Source: an optimization exercise on an open RTL-to-GDS flow (aim: small area, a short achievable clock period and few clock cycles). Production flows keep margins and buffers that such runs may drop. RTL that was checked went through simulation tests only; none was proved equivalent to the original.

==> juniper: inputs <==
==> flow/design.v (excerpt) <==
module selective_repeat_receive_tracker #(
    parameter int MAX_PACKETS    = 4096,
    parameter int PAYLOAD_STRIDE = 9000
) (
    input  logic        i_clk,
    input  logic        i_rst_n,
    input  logic        i_in_valid,
    output logic        o_in_ready,
    input  logic [0:0]  i_in_op,
    input  logic [31:0] i_in_packet_id,
    input  logic [13:0] i_in_payload_length,
    input  logic [31:0] i_in_first_word,
    output logic        o_out_valid,
    input  logic        i_out_ready,
    output logic [3:0]  o_out_status,
    output logic [11:0] o_out_resend_id,
    output logic [25:0] o_out_payload_offset,
    output logic [11:0] o_out_missing_count,
    output logic [21:0] o_out_total_bytes,
    input  logic        i_cfg_valid,
    output logic        o_cfg_ready,
    input  logic [21:0] i_cfg_buffer_size
);
    logic        r_in_rdy;
    logic        r0_v;
    logic        r0_op;
    logic [11:0] r0_id;
    logic        r0_idz, r0_ido, r0_idhi;
    logic [13:0] r0_len;
    logic        r1_v;
    logic        r1_op;
    logic [11:0] r1_id;        
    logic        r1_idz, r1_ido, r1_idhi;
    logic [13:0] r1_len;
    logic [7:0]  r_ra_hi;      
    logic [15:0] r_ra_lo;      
    logic        r2_v;
    logic [2:0]  r2_cls;
    logic [11:0] r2_id;
    logic [7:0]  r2_ohi;       
    logic [15:0] r2_olo;
    logic [31:0] r2_ocol;
    logic [15:0] r2_b;         
    logic [13:0] r2_len;       
    logic [31:0] r2_rw;
    logic        r_conn;
    logic [11:0] r_exp;
    logic [12:0] r_ptr;
    logic [6:0]  r_sw;         
    logic [7:0]  r_sn;         
    logic [31:0] r_mask;       
    logic        r_sw_eqe;     
    logic        r_sw_lte;     
    logic        r_pgte;       
    logic        r_allin;      
    logic [11:0] r_miss;       
    logic [21:0] r_total;
    logic [21:0] r_buf;
    logic        r_out_v;
    logic [3:0]  r_o_status;
    logic [11:0] r_o_rid;
    logic [25:0] r_o_off;
    logic [11:0] r_o_miss;
    logic [21:0] r_o_total;
    logic        r_sk_v;
    logic [3:0]  r_sk_st;
  ...
clock: 8.5 ns
lec_check: 0
cap_margin: 20
core_margin: 2
core_utilization: 35
cts_buf_list: sky130_fd_sc_hd__clkbuf_16
cts_cluster_diameter: 80
cts_cluster_size: 22
gpl_routability_driven: 1
place_density: 0.45
setup_slack_margin: 5
slew_margin: 20
synth_memory_max_bits: 8192
run.sh (not shown) runs the stock make flow with config.mk's settings and CLKGATE_MAP_FILE= SYNTH_SCRIPT=/design/flow/synth_recipe.tcl, a recipe that flattens the netlist after the stock synthesis.
==> inputs of cedar, as changes to juniper <==
--- a/flow/design.v
+++ b/flow/design.v
@@ -101,35 +101,40 @@
     assign o_first = first;
 endmodule
 `timescale 1ns / 1ps
 module srt_dp (
     input  logic        i_clk,
     input  logic        i_clr,
     input  logic        i_set,
-    input  logic [7:0]  i_set_hi,
-    input  logic [15:0] i_set_lo,
-    input  logic [31:0] i_set_col,
+    input  logic [11:0] i_set_id,
     input  logic [7:0]  i_rd_hi,
     input  logic [15:0] i_rd_lo,
     output logic [31:0] o_rd_data
 );
     logic [4095:0] r_bm;
     logic [7:0]    whi;
+    logic [15:0]   wlo;
+    logic [31:0]   col;
     logic [31:0]   hc [8];
     logic [31:0]   grp [8];
     always_comb begin
-        whi = i_set_hi & {8{i_set}};
+        whi = '0;
+        wlo = '0;
+        col = '0;
+        whi[i_set_id[11:9]] = i_set;
+        wlo[i_set_id[8:5]]  = 1'b1;
+        col[i_set_id[4:0]]  = 1'b1;
         for (int g = 0; g < 8; g++) begin
-            hc[g] = i_set_col & {32{whi[g]}};
+            hc[g] = col & {32{whi[g]}};
         end
     end
     always_ff @(posedge i_clk) begin
         for (int w = 0; w < 128; w++) begin
             for (int b = 0; b < 32; b++) begin
-                r_bm[w*32+b] <= (r_bm[w*32+b] & ~i_clr) | (hc[w / 16][b] & i_set_lo[w % 16]);
+                r_bm[w*32+b] <= (r_bm[w*32+b] & ~i_clr) | (hc[w / 16][b] & wlo[w % 16]);
             end
         end
     end
     always_comb begin
         o_rd_data = '0;
         for (int g = 0; g < 8; g++) begin
             grp[g] = '0;
@@ -177,17 +182,14 @@
     logic        r1_idz, r1_ido, r1_idhi;
     logic [13:0] r1_len;
     logic [7:0]  r_ra_hi;      
     logic [15:0] r_ra_lo;      
     logic        r2_v;
     logic [2:0]  r2_cls;
     logic [11:0] r2_id;
-    logic [7:0]  r2_ohi;       
-    logic [15:0] r2_olo;
-    logic [31:0] r2_ocol;
     logic [15:0] r2_b;         
     logic [13:0] r2_len;       
     logic [31:0] r2_rw;
     logic        r_conn;
     logic [11:0] r_exp;
     logic [12:0] r_ptr;
     logic [6:0]  r_sw;         
@@ -239,17 +241,15 @@
     assign s1_conn = go1 && !r1_op && r1_idz;
     assign s2_set  = go2 && (r2_cls == C_HDR);
     assign s2_clr  = go2 && (r2_cls == C_CONN);
     srt_dp u_bm (
         .i_clk     (i_clk),
         .i_clr     (s2_clr),
         .i_set     (s2_set),
-        .i_set_hi  (r2_ohi),
-        .i_set_lo  (r2_olo),
-        .i_set_col (r2_ocol),
+        .i_set_id  (r2_id),
         .i_rd_hi   (r_ra_hi),
         .i_rd_lo   (r_ra_lo),
         .o_rd_data (rd_data)
     );
     always_comb begin
         rd_word = rd_data;
         if (s2_clr) begin
@@ -462,17 +462,14 @@
             r0_len  <= i_in_payload_length;
         end
         for (int k = 0; k < 8; k++)  r_ra_hi[k] <= (ra_n[6:4] == 3'(k));
         for (int k = 0; k < 16; k++) r_ra_lo[k] <= (ra_n[3:0] == 4'(k));
         if (go1) begin
             r2_cls <= s1_cls;
             r2_id  <= r1_id;
-            for (int k = 0; k < 8; k++)  r2_ohi[k]  <= (r1_id[11:9] == 3'(k));
-            for (int k = 0; k < 16; k++) r2_olo[k]  <= (r1_id[8:5] == 4'(k));
-            for (int k = 0; k < 32; k++) r2_ocol[k] <= (r1_id[4:0] == 5'(k));
             r2_b   <= {1'b0, r1_id - 12'd1, 3'd0} + {4'd0, r1_id - 12'd1};
             r2_len <= (r1_len > 14'(PAYLOAD_STRIDE)) ? 14'(PAYLOAD_STRIDE) : r1_len;
         end
         if (!stall && !keep_rw) begin
             r2_rw <= rd_word;
         end
         r_exp <= exp_n;
==> impl_metrics.tcl <==
set metrics [dict create \
    status "no timing/DRC/antenna violations" \
    tap_cells 6500 \
    placed_cells 20517 \
    r2r-end "r2_rw[23]" \
    skew_ns 0.0786 \
    die_area_sq_um 501000 \
    drt-total-wl_mm 770 \
    synth.distinct_cells 92 \
    drt-met1-wl_mm 336 \
    worst_slew_pin_slew_ns 1.42 \
    clock_buffers 281 \
    nNonClkBuffers 785 \
    comb-power_w 0.00330 \
]
[end of results for juniper]
==> impl_metrics.tcl <==
set metrics [dict create \
    die_area_sq_um 492000 \
    worst_slew_pin_slew_ns 1.26 \
    placed_cells 23475 \
    synth.distinct_cells 85 \
    skew_ns 0.0548 \
    drt-met1-wl_mm 332 \
    comb-power_w 0.00261 \
    drt-total-wl_mm 728 \
    status "no timing/DRC/antenna violations" \
    nNonClkBuffers 730 \
    r2r-end "u_bm.r_bm[2073]" \
]
[end of results for cedar]
Testbench counts of cedar, summed over its fixed seeds: cycles 74,383.
Only the layout flow was run in juniper; the RTL was not checked for function there.

==> what the ideal ports hide <==
The flow's constraints put no driver on any port. The routed layouts listed below were extracted and timed again, unchanged, in two steps.
Step 1, drivers: a clkbuf_16 drives i_clk and a buf_2 each remaining input, both assumed.
Step 2 adds t to the input delays and takes it off the output delays; t is the mean of the earliest and latest rising clock arrival at the registers after step 1. Input paths then give back, and output paths get back, about the clock's delay inside the block.
Slacks: ideal ports / drivers / drivers and shift; pairs: ideal ports / drivers.
run	shift t [ns]	setup slack, ns	cell pins on the clock port's net
juniper	1.107	4.702 / 4.702 / 4.032	1
cedar	1.115	4.885 / 4.885 / 4.201	1
After both steps every run listed still meets setup and hold. The setup slack of cedar, which loses most, moves by 0.000 ns with the drivers and by -0.684 ns with both steps.
